Context: an optimization exercise on an open-source flow, tuned for small area, a short achievable clock period and few clock cycles. The choices shown serve that exercise and are no tape-out recipe. In this exercise RTL edits were held to simulation tests only and were not proved equivalent to the original. Power is estimated from default activity; no workload was simulated.

== main ==
Design axi_lite_multi_channel_stream_bridge, start of the top module:
module axi_lite_multi_channel_stream_bridge #(
  parameter int NUM_CHANNELS = 4,
  parameter int WORD_WIDTH   = 32,
  parameter int FIFO_DEPTH   = 8,
  parameter int ADDR_WIDTH   = 8
) (
  input  logic                               S_AXI_ACLK,
  input  logic                               S_AXI_ARESETN,
  input  logic [ADDR_WIDTH-1:0]              s_axi_awaddr,
  input  logic [2:0]                         s_axi_awprot,
  input  logic                               s_axi_awvalid,
  output logic                               s_axi_awready,
  input  logic [31:0]                        s_axi_wdata,
  input  logic [3:0]                         s_axi_wstrb,
  input  logic                               s_axi_wvalid,
  output logic                               s_axi_wready,
  output logic [1:0]                         s_axi_bresp,
  output logic                               s_axi_bvalid,
  input  logic                               s_axi_bready,
  input  logic [ADDR_WIDTH-1:0]              s_axi_araddr,
  input  logic [2:0]                         s_axi_arprot,
  input  logic                               s_axi_arvalid,
  output logic                               s_axi_arready,
  output logic [31:0]                        s_axi_rdata,
  output logic [1:0]                         s_axi_rresp,
  output logic                               s_axi_rvalid,
  input  logic                               s_axi_rready,
  output logic [NUM_CHANNELS*WORD_WIDTH-1:0] tx_data,
  output logic [NUM_CHANNELS-1:0]            tx_valid,
  input  logic [NUM_CHANNELS-1:0]            tx_ready,
  input  logic [NUM_CHANNELS*WORD_WIDTH-1:0] rx_data,
  input  logic [NUM_CHANNELS-1:0]            rx_valid,
  output logic [NUM_CHANNELS-1:0]            rx_ready,
  output logic                               array_enable,
  input  logic                               array_halted
);
For scale: roughly 2300 flip-flops, about 87000 um2 of cells after synthesis.
==> flow/config.mk <==
export PLATFORM = sky130hd
export DESIGN_NAME = axi_lite_multi_channel_stream_bridge
export DESIGN_NICKNAME = axi_lite_multi_channel_stream_bridge
export VERILOG_FILES = /design/flow/design.v
export SDC_FILE = /design/flow/constraint.sdc
export NUM_CORES = 4
export LEC_CHECK = 0
export CAP_MARGIN = 20
export CORE_MARGIN = 2
export CORE_UTILIZATION = 70
export CTS_CLUSTER_DIAMETER = 80
export CTS_CLUSTER_SIZE = 25
export PLACE_DENSITY = 0.8
export SETUP_SLACK_MARGIN = 3.0
export SLEW_MARGIN = 20
export CTS_ARGS = -sink_clustering_enable -repair_clock_nets -dont_use_dummy_load -sink_clustering_size 25 -sink_clustering_max_diameter 80
export BUFFER_PORTS_ARGS = -buffer_cell sky130_fd_sc_hd__buf_2
==> flow/constraint.sdc <==
create_clock -name core_clock -period 5.0 [get_ports {S_AXI_ACLK}]
set_input_delay 1.0000 -clock core_clock [delete_from_list [all_inputs] [get_ports {S_AXI_ACLK}]]
set_output_delay 1.0000 -clock core_clock [all_outputs]
set_load 0.01 [all_outputs]
standard.sh (not shown) runs the stock make flow with config.mk's settings and CLKGATE_MAP_FILE= SYNTH_SCRIPT=/design/flow/synth_recipe.tcl, a recipe that flattens the netlist after the stock synthesis.
==> flow/flow/run.sh <==
#!/bin/bash
# Own layout flow: the standard ORFS flow (standard.sh, unchanged synthesis)
# with two placement/CTS options changed:
#  - ports buffered with buf_2 instead of the default delay-cell buffer.
# Every tool's output goes to logs in this folder (standard_flow.log, orfs/logs).
set -euo pipefail
cat >> config.mk <<'EOC'
export CTS_ARGS = -sink_clustering_enable -repair_clock_nets -dont_use_dummy_load -sink_clustering_size 25 -sink_clustering_max_diameter 80
export BUFFER_PORTS_ARGS = -buffer_cell sky130_fd_sc_hd__buf_2
EOC
bash standard.sh > standard_flow.log 2>&1
Testbench counts of main, summed over its fixed seeds: cycles 4,814.
--- input diff main..the feature branch ---
diff --git a/flow/design.v b/flow/design.v
--- a/flow/design.v
+++ b/flow/design.v
@@ -58,16 +58,58 @@
       if (m2h) rp_q <= (rp_q == 3'd6) ? 3'd0 : rp_q + 3'd1;
       occ_q  <= occ_d;
       hv_q   <= hv_d;
       room_q <= !(hv_d && occ_d[6]);
     end
   end
   assign head = head_q;
   assign hv   = hv_q;
+  assign room = room_q;
+endmodule
+module axil_bridge_rxfifo #(
+  parameter int W = 32
+) (
+  input  logic         clk,
+  input  logic         clr,       
+  input  logic         push,      
+  input  logic         pop,       
+  input  logic [W-1:0] din,
+  output logic [W-1:0] head,
+  output logic         hv,        
+  output logic         room       
+);
+  logic [W-1:0] mem_q [8];
+  logic [2:0]   wp_q, rp_q;
+  logic [7:0]   occ_q, occ_d;
+  logic         pop_e, room_q;
+  assign pop_e = pop && occ_q[0];
+  always_comb begin
+    occ_d = occ_q;
+    if (push && !pop_e) occ_d = {occ_q[6:0], 1'b1};
+    if (pop_e && !push) occ_d = {1'b0, occ_q[7:1]};
+  end
+  always_ff @(posedge clk) begin
+    if (!occ_q[7]) mem_q[wp_q] <= din;
+  end
+  always_ff @(posedge clk) begin
+    if (clr) begin
+      wp_q  <= '0;
+      rp_q  <= '0;
+      occ_q  <= '0;
+      room_q <= 1'b1;
+    end else begin
+      if (push)  wp_q <= wp_q + 3'd1;
+      if (pop_e) rp_q <= rp_q + 3'd1;
+      occ_q  <= occ_d;
+      room_q <= !occ_d[7];
+    end
+  end
+  assign head = mem_q[rp_q];
+  assign hv   = occ_q[0];
   assign room = room_q;
 endmodule
 module axi_lite_multi_channel_stream_bridge #(
   parameter int NUM_CHANNELS = 4,
   parameter int WORD_WIDTH   = 32,
   parameter int FIFO_DEPTH   = 8,
   parameter int ADDR_WIDTH   = 8
 ) (
@@ -179,17 +221,17 @@
         .clr (rst || flush),
         .push(txpush_q[c]),
         .pop (tx_ready[c]),
         .din (wdata_q[WORD_WIDTH-1:0]),
         .head(tx_data[c*WORD_WIDTH +: WORD_WIDTH]),
         .hv  (tx_hv[c]),
         .room(tx_room[c])
       );
-      axil_bridge_fifo #(.W(WORD_WIDTH)) u_rx (
+      axil_bridge_rxfifo #(.W(WORD_WIDTH)) u_rx (
         .clk (S_AXI_ACLK),
         .clr (rst || flush),
         .push(rx_valid[c] && rx_room[c]),
         .pop (rxpop_q[c]),
         .din (rx_data[c*WORD_WIDTH +: WORD_WIDTH]),
         .head(rx_head[c]),
         .hv  (rx_hv[c]),
         .room(rx_room[c])
Findings:
The feature branch finished every step from synthesis to the final layout, and the layout passed the timing, design-rule and antenna checks.
The feature branch vs main: multi-input gate count down by more than 10%
Across both runs, overall power after layout was higher for the feature branch than for main.
Diff main -> the feature branch: die area lost about 2%; synthesized cell count lost 737; total wire length lost about 5%; hold slack picked up an extra 0.0098 ns; pre-CTS setup slack picked up an extra 0.064 ns.
Testbench counts of the feature branch, summed over its fixed seeds: cycles 4,814.

-- static timing again, ports no longer ideal --
How much do the figures lean on ideal ports? The routed layouts below were timed once more, with nothing changed but the port constraints.
Step 1 (the two cells are an assumption about what drives the block):
set clk [get_ports {S_AXI_ACLK}]
set_driving_cell -lib_cell sky130_fd_sc_hd__clkbuf_16 $clk
set_driving_cell -lib_cell sky130_fd_sc_hd__buf_2 [delete_from_list [all_inputs] $clk]
Step 2 also shifts input and output timing later by t, the mid clock arrival at the registers, as if the neighbouring blocks saw the same clock.
Three values: no drivers, after step 1, after step 2; two values: the first two.
run	t (ns)	setup slack, ns	hold slack, ns	worst setup path after step 2	latest minus earliest clock arrival (ns)
main	0.793	2.560 / 2.476 / 2.046	0.446 / 0.391 / 0.498	input to register	0.049 / 0.049
the feature branch	0.782	2.563 / 2.481 / 2.043	0.456 / 0.400 / 0.480	input to register	0.044 / 0.043
After both steps setup and hold are still met in every run listed. The setup slack of the feature branch, which loses most, moves by -0.082 ns with the drivers and by -0.520 ns with both steps.
